This design comes from an exercise in tuning for small area and a short achievable clock period on the open sky130 flow, not from production work.
RTL that was checked went through simulation tests only; none was proved equivalent to the original.
Power and IR drop assume default switching activity.

==> 04-23 <==
## conv_top
module conv_top (
	input  logic    clk,
	input  logic    rst_n,
	input  logic    filter_valid,
	input  logic    image_valid,
	input  conv_pkg::sample_t in_data,
	output logic    out_valid,
	output conv_pkg::result_t out_data
);
export LEC_CHECK = 0
export ABC_CLOCK_PERIOD_IN_PS = 2100
export CAP_MARGIN = 20
export CORE_MARGIN = 2
export CORE_UTILIZATION = 40
export CTS_BUF_LIST = sky130_fd_sc_hd__clkbuf_16
export CTS_CLUSTER_DIAMETER = 150
export CTS_CLUSTER_SIZE = 32
export SETUP_SLACK_MARGIN = 2.4
export SLEW_MARGIN = 20
export SYNTH_HIERARCHICAL = 1
create_clock -name core_clock -period 4.5 [get_ports {clk}]
run.sh (not shown) runs the stock make flow with config.mk's settings and CLKGATE_MAP_FILE= SYNTH_SCRIPT=/design/flow/synth_recipe.tcl, a recipe that flattens the netlist after the stock synthesis.
==> 04-13: changes against 04-23 <==
Settings changed: CTS_CLUSTER_SIZE 32 to 25.
==> comparison <==
- Between 04-23 and 04-13, the lower worst hold slack is in 04-13 (gap 5.5 ps).
- Global-route usage is about the same in 04-23 and 04-13.
- Worst setup slack: 04-13 is better than 04-23 (61 ps).
- Of 04-13 and 04-23, 04-23 has the higher clock skew (gap 6.5 ps).
- Of 04-13 and 04-23, 04-23 has the higher non-clock buffer count (gap 4).
- 04-23 completed with no timing, DRC or antenna violations. 04-13 completed without violations.
- Sequential power is about the same in 04-23 and 04-13.
- Die area is the same in 04-23 and 04-13.
- Of 04-23 and 04-13, 04-13 has the higher maximum frequency (gap about 3%, measured against 04-13).
- Against 04-13, the routed wire length of 04-23 is higher by about 1%.
- Against 04-23, the register-to-register slack of 04-13 is higher by 60 ps.

* * *

==> v25: inputs <==
Another version of the RTL of conv_top (not shown whole).
clock: 4.5 ns
lec_check: 0
abc_clock_period_in_ps: 2300
cap_margin: 20
core_margin: 2
core_utilization: 40
cts_buf_list: sky130_fd_sc_hd__clkbuf_16
cts_cluster_diameter: 120
cts_cluster_size: 30
place_density: 0.75
setup_slack_margin: 2.2
slew_margin: 20
synth_hierarchical: 1
==> inputs of v30, as changes to v25 <==
--- a/flow/config.mk
+++ b/flow/config.mk
@@ -12,5 +12,4 @@
 export CTS_BUF_LIST = sky130_fd_sc_hd__clkbuf_16
-export CTS_CLUSTER_DIAMETER = 120
-export CTS_CLUSTER_SIZE = 30
-export PLACE_DENSITY = 0.75
+export CTS_CLUSTER_DIAMETER = 150
+export CTS_CLUSTER_SIZE = 25
 export SETUP_SLACK_MARGIN = 2.2
==> summary of the runs <==
Against v30, the first-iteration DRC count of v25 is higher by about 12%. Of v30 and v25, v30 has the higher sequential share of layout area (gap 0.11 points). In v25 the setup slack is worse than in v30, by 0.0050 ns. Sequential power is about the same in v25 and v30. In die area, v30 and v25 do not differ. Between v25 and v30, the lower total power is in v30 (gap about 0.7%, measured against v30). Cell count is about the same in v30 and v25. Of v30 and v25, v25 has the higher design area (gap 0.22%, measured against v25). In area after synthesis, v30 and v25 do not differ. Of v25 and v30, v30 has the higher count of clock-buffer cells in the layout (gap 2).
==> figures <==
quantity                                                               v30                      v25
Final cycle utilization of the critical path                         50.2%                    50.3%
Non-clk bufs                                                            71                       76
Sequential group power                                             6.09 mW                  6.10 mW
Detailed-route wire length                                         32.1 mm                  31.9 mm
Met2 track demand over resource in global routing                    24.9%                    24.2%
Clock buffer count in the final layout                                  20                       18
Result of the run                                  complete, no violations  complete, no violations
Routed length on met3                                              1.39 mm                  1.79 mm
Clock net power                                                    1.97 mW                  1.90 mW
Routed length per instance                                         17.3 um                  17.2 um
Final Util                                                           44.8%                    44.9%
M1 WL                                                              14.6 mm                  13.7 mm
Switching share of power                                             37.2%                    37.4%
Cell Count, Final, Fillers Out                                        1855                     1856
Highest Clock Rate                                                 443 MHz                  442 MHz
Largest driver fanout on the critical path                               6                        1
Switching power of the nets                                        5.83 mW                  5.91 mW
Fraction of cell area in non-clock buffers                           3.46%                    3.54%
Met2 WL post-DR                                                    15.5 mm                  15.6 mm
Global-route usage over all layers                                   14.5%                    14.1%
Number of nets in the finished design                                 1502                     1505

* * *

==> inputs of v19 <==
conv_top, a different RTL version from the one above (not shown whole).
clock: 4.5 ns
lec_check: 0
abc_clock_period_in_ps: 2100
cap_margin: 20
core_margin: 2
core_utilization: 40
cts_buf_list: sky130_fd_sc_hd__clkbuf_16
cts_cluster_diameter: 150
cts_cluster_size: 25
setup_slack_margin: 2.4
slew_margin: 20
synth_hierarchical: 1
==> inputs of v13, as changes to v19 <==
ABC_CLOCK_PERIOD_IN_PS = 2150   (was 2100)
SETUP_SLACK_MARGIN = 2.5   (was 2.4)
==> comparison <==
Critical path depth: v13 is lower than v19 (1). In v19 the global-route usage is higher than in v13, by 0.065 points. Between v19 and v13, the lower power is in v19 (gap about 2.3%, measured against v13). In v13 the sequential share of layout area is lower than in v19, by 1.7 points.
==> figures <==
| item | v19 | v13 |
|---|---|---|
| Switching Fraction | 36.9% | 36.9% |
| Leakage power total | 6.64 nW | 6.93 nW |
| Beginning of the critical path | u_filter_tap_loader.sr[7] | u_row_result_store.dl[92] |
| Filler instances | 3653 | 3644 |
| Clock latency on the worst-skew pair | 0.53 ns | 0.54 ns |
| Critical Path Fanout Max | 7 | 5 |
| Final estimated routing congestion in global placement | 0.789 | 0.796 |
| Share of layout cells above drive strength 1 | 9.15% | 19.7% |
| Status | timing/DRC/antenna clean | timing/DRC/antenna clean |
| Syn-to-layout area delta | 9.16% | 13.0% |

* * *

==> run a <==
conv_top with an RTL version that a note above also has.
Settings: LEC_CHECK=0, ABC_CLOCK_PERIOD_IN_PS=2400, CAP_MARGIN=20, CORE_MARGIN=2, CORE_UTILIZATION=40, CTS_BUF_LIST=sky130_fd_sc_hd__clkbuf_16, CTS_CLUSTER_DIAMETER=150, CTS_CLUSTER_SIZE=25, SETUP_SLACK_MARGIN=2.1, SLEW_MARGIN=20, SYNTH_HIERARCHICAL=1; clock period 4.5 ns.
==> run b: changes against run a <==
- ABC_AREA: not set -> 1
- ABC_CLOCK_PERIOD_IN_PS: 2400 -> 2300
- SETUP_SLACK_MARGIN: 2.1 -> 2.2
==> run c: changes against run a <==
- ABC_CLOCK_PERIOD_IN_PS: 2400 -> 2150
- SETUP_SLACK_MARGIN: 2.1 -> 2.35
==> run notes <==
Synthesized area is the same in run c and run a. Sequential share of layout area: run a > run c > run b. Global-route usage, lowest first: run a, run c, run b. Critical path depth: run b is lower than run c (4). In sequential power, run a and run c hardly differ. In run a the cell count is lower than in run b, by about 23%. In clock skew, run c and run a hardly differ.

* * *

==> 10-18: inputs <==
conv_top, a different RTL version from the one above (not shown whole).
==> flow/design.v (excerpt) <==
module conv_top (
	input  logic    clk,
	input  logic    rst_n,
	input  logic    filter_valid,
	input  logic    image_valid,
	input  conv_pkg::sample_t in_data,
	output logic    out_valid,
	output conv_pkg::result_t out_data
);
clock: 4.5 ns
lec_check: 0
abc_clock_period_in_ps: 2000
cap_margin: 20
core_margin: 2
core_utilization: 40
cts_buf_list: sky130_fd_sc_hd__clkbuf_16
cts_cluster_diameter: 150
cts_cluster_size: 25
setup_slack_margin: 2.5
slew_margin: 20
synth_hierarchical: 1
==> 04-14: changes against 10-18 <==
ABC_CLOCK_PERIOD_IN_PS = 2300   (was 2000)
SETUP_SLACK_MARGIN = 2.2   (was 2.5)
==> 12-10: changes against 10-18 <==
ABC_CLOCK_PERIOD_IN_PS = 2300   (was 2000)
CTS_BUF_LIST = default   (was sky130_fd_sc_hd__clkbuf_16)
CTS_CLUSTER_DIAMETER = default   (was 150)
CTS_CLUSTER_SIZE = default   (was 25)
SETUP_SLACK_MARGIN = 2.2   (was 2.5)
==> flow_metrics.tcl <==
set metrics [dict create \
    gp_congestion 0.826 \
    multi_input_area_share 0.411 \
    crit_path_start "u_filter_tap_loader.sr[38]$_DFFE_PP_" \
    combPwrFrac 0.517 \
    clk_share 0.0263 \
    status "timing/DRC/antenna clean" \
    wire_per_inst_microns 16.9 \
]
The numbers above come from 10-18.

==> flow_metrics.tcl <==
set metrics [dict create \
    clk_share 0.0753 \
    wire_per_inst_microns 17.1 \
    layout_common_cells "215 x dfxtp_1, 168 x edfxtp_1, 159 x and2_1, 155 x fa_1, 94 x nand2_1" \
    multi_input_area_share 0.378 \
    gp_congestion 0.816 \
    timing_worst_setup_path_type "register to register" \
    status "timing/DRC/antenna clean" \
]
The numbers above come from 12-10.

==> flow_metrics.tcl <==
set metrics [dict create \
    clk_share 0.0271 \
    synth_most_common_cell "fa_1" \
    wire_per_inst_microns 17.0 \
    status "timing/DRC/antenna clean" \
    gp_congestion 0.816 \
    crit_path_start "u_row_result_store.dl[125]$_DFFE_PP_" \
    synth_top_family_by_area "adder cells" \
    multi_input_area_share 0.397 \
]
The numbers above come from 04-14.


* * *

==> violet <==
conv_top, a different RTL version from the one above (not shown whole).
clock: 4.5 ns
lec_check: 0
abc_clock_period_in_ps: 2050
cap_margin: 20
core_margin: 2
core_utilization: 40
cts_buf_list: sky130_fd_sc_hd__clkbuf_16
cts_cluster_diameter: 150
cts_cluster_size: 25
setup_slack_margin: 2.55
slew_margin: 20
synth_hierarchical: 1
==> sierra (differences from violet) <==
SETUP_SLACK_MARGIN = 2.45   (was 2.55)
==> run_summary.xml <==
<?xml version="1.0" encoding="UTF-8"?>
<metrics>
  <group name="outcome">
    <metric name="run_status" unit="">timing/DRC/antenna clean</metric>
  </group>
  <group name="global_routing">
    <metric name="grt_util_met1" unit="%">19.4</metric>
    <metric name="grt_start_max_net_pins" unit="">70</metric>
    <metric name="vias_in_the_first_global_route" unit="">8627</metric>
  </group>
  <group name="routing">
    <metric name="wl_met3" unit="µm">1080</metric>
    <metric name="routedLengthMet1" unit="µm">13600</metric>
    <metric name="totalWireLength" unit="µm">30100</metric>
    <metric name="drt-initial-drc-count" unit="">560</metric>
  </group>
  <group name="worst_setup_path">
    <metric name="timing.critical_path.slowest_cell_delay" unit="ns">0.60</metric>
    <metric name="critPathSlowestCell" unit="">sky130_fd_sc_hd__fa_1</metric>
  </group>
  <group name="cells_and_area">
    <metric name="stdcell_count" unit="">1702</metric>
    <metric name="most-common-layout-cells" unit="">sky130_fd_sc_hd__edfxtp_1 (178), sky130_fd_sc_hd__dfxtp_1 (175), sky130_fd_sc_hd__xor2_1 (116)</metric>
    <metric name="post_route_cells_drive_above_1_share" unit="%">24.2</metric>
  </group>
  <group name="power">
    <metric name="power.sequential.fraction" unit="%">38.5</metric>
    <metric name="clock_group_share_of_total_power" unit="%">13.0</metric>
    <metric name="p_sw" unit="mW">5.47</metric>
  </group>
  <group name="placed_design">
    <metric name="detailedPlace.worstSlack" unit="ns">2.14</metric>
  </group>
</metrics>
That was violet.
==> run_summary.xml <==
<?xml version="1.0" encoding="UTF-8"?>
<metrics>
  <group name="clock_tree">
    <metric name="buffer_cell_driving_the_clock_tree_root" unit="">sky130_fd_sc_hd__clkbuf_16</metric>
  </group>
  <group name="worst_setup_path">
    <metric name="cp_data_arrival_time" unit="ns">2.50</metric>
    <metric name="cp-start-kind" unit="">register</metric>
    <metric name="timing.critical_path.slowest_cell_delay" unit="ns">0.50</metric>
    <metric name="critPathSlowestCell" unit="">sky130_fd_sc_hd__edfxtp_1</metric>
  </group>
  <group name="routing">
    <metric name="totalWireLength" unit="µm">29500</metric>
    <metric name="drt-initial-drc-count" unit="">503</metric>
    <metric name="routedLengthMet1" unit="µm">13500</metric>
    <metric name="wl_met3" unit="µm">1120</metric>
  </group>
  <group name="global_routing">
    <metric name="grt_start_max_net_pins" unit="">79</metric>
  </group>
  <group name="placed_design">
    <metric name="port_buffers" unit="">24</metric>
    <metric name="detailedPlace.worstSlack" unit="ns">2.14</metric>
  </group>
  <group name="cells_and_area">
    <metric name="stdcell_count" unit="">1685</metric>
    <metric name="post_route_cells_drive_above_1_share" unit="%">11.4</metric>
    <metric name="most-common-layout-cells" unit="">sky130_fd_sc_hd__dfxtp_1 (179), sky130_fd_sc_hd__edfxtp_1 (178), sky130_fd_sc_hd__xor2_1 (162)</metric>
  </group>
  <group name="power">
    <metric name="clock_group_share_of_total_power" unit="%">13.3</metric>
    <metric name="p_sw" unit="mW">5.14</metric>
  </group>
  <group name="outcome">
    <metric name="run_status" unit="">timing/DRC/antenna clean</metric>
  </group>
</metrics>
That was sierra.
No functional check of the RTL was part of any run of this note.

-- what the ideal ports hide --
How much do the figures lean on ideal ports? The routed layouts below were timed once more, with nothing changed but the port constraints. Step 1 (the two cells are an assumption about what drives the block):
set clk [get_ports {clk}]
set_driving_cell -lib_cell sky130_fd_sc_hd__clkbuf_16 $clk
set_driving_cell -lib_cell sky130_fd_sc_hd__buf_2 [delete_from_list [all_inputs] $clk]
Step 2, shift: input delay + t, output delay - t, t = (earliest + latest rising clock arrival at the registers) / 2. This alone moves slack from input paths to output paths. a / b / c = no drivers / after step 1 / after step 2; a / b = the first two.
run	shift t [ns]	setup slack, ns	hold slack, ns	worst slew at a driven data input, ns	pins driven straight from the clock port
04-23	0.581	2.392 / 2.392 / 2.224	0.339 / 0.339 / 0.339	0.03	1
04-13	0.584	2.453 / 2.424 / 2.209	0.333 / 0.333 / 0.333	0.03	1
v25	0.578	2.236 / 2.188 / 1.736	0.337 / 0.337 / 0.337	0.03	1
v30	0.595	2.241 / 2.241 / 1.753	0.335 / 0.335 / 0.335	0.03	1
v19	0.575	2.448 / 2.420 / 2.169	0.337 / 0.337 / 0.337	0.05	1
v13	0.579	2.504 / 2.478 / 2.154	0.330 / 0.330 / 0.330	0.05	1
run a	0.593	2.154 / 2.141 / 1.728	0.334 / 0.334 / 0.334	0.03	1
run b	0.596	2.321 / 2.322 / 1.756	0.334 / 0.334 / 0.334	0.03	1
run c	0.593	2.280 / 2.280 / 1.845	0.335 / 0.335 / 0.335	0.03	1
10-18	0.575	2.118 / 2.118 / 1.669	0.334 / 0.334 / 0.334	0.03	1
04-14	0.589	2.113 / 2.113 / 1.661	0.336 / 0.336 / 0.336	0.03	1
12-10	0.629	2.088 / 2.088 / 1.712	0.325 / 0.325 / 0.325	0.03	1
violet	0.583	2.515 / 2.515 / 2.163	0.342 / 0.342 / 0.342	0.03	1
sierra	0.561	2.407 / 2.407 / 2.183	0.334 / 0.334 / 0.334	0.04	1
After both steps setup and hold are still met in every run listed. For run b, which loses most, drivers alone change the setup slack by +0.001 ns; drivers and shift together by -0.565 ns.
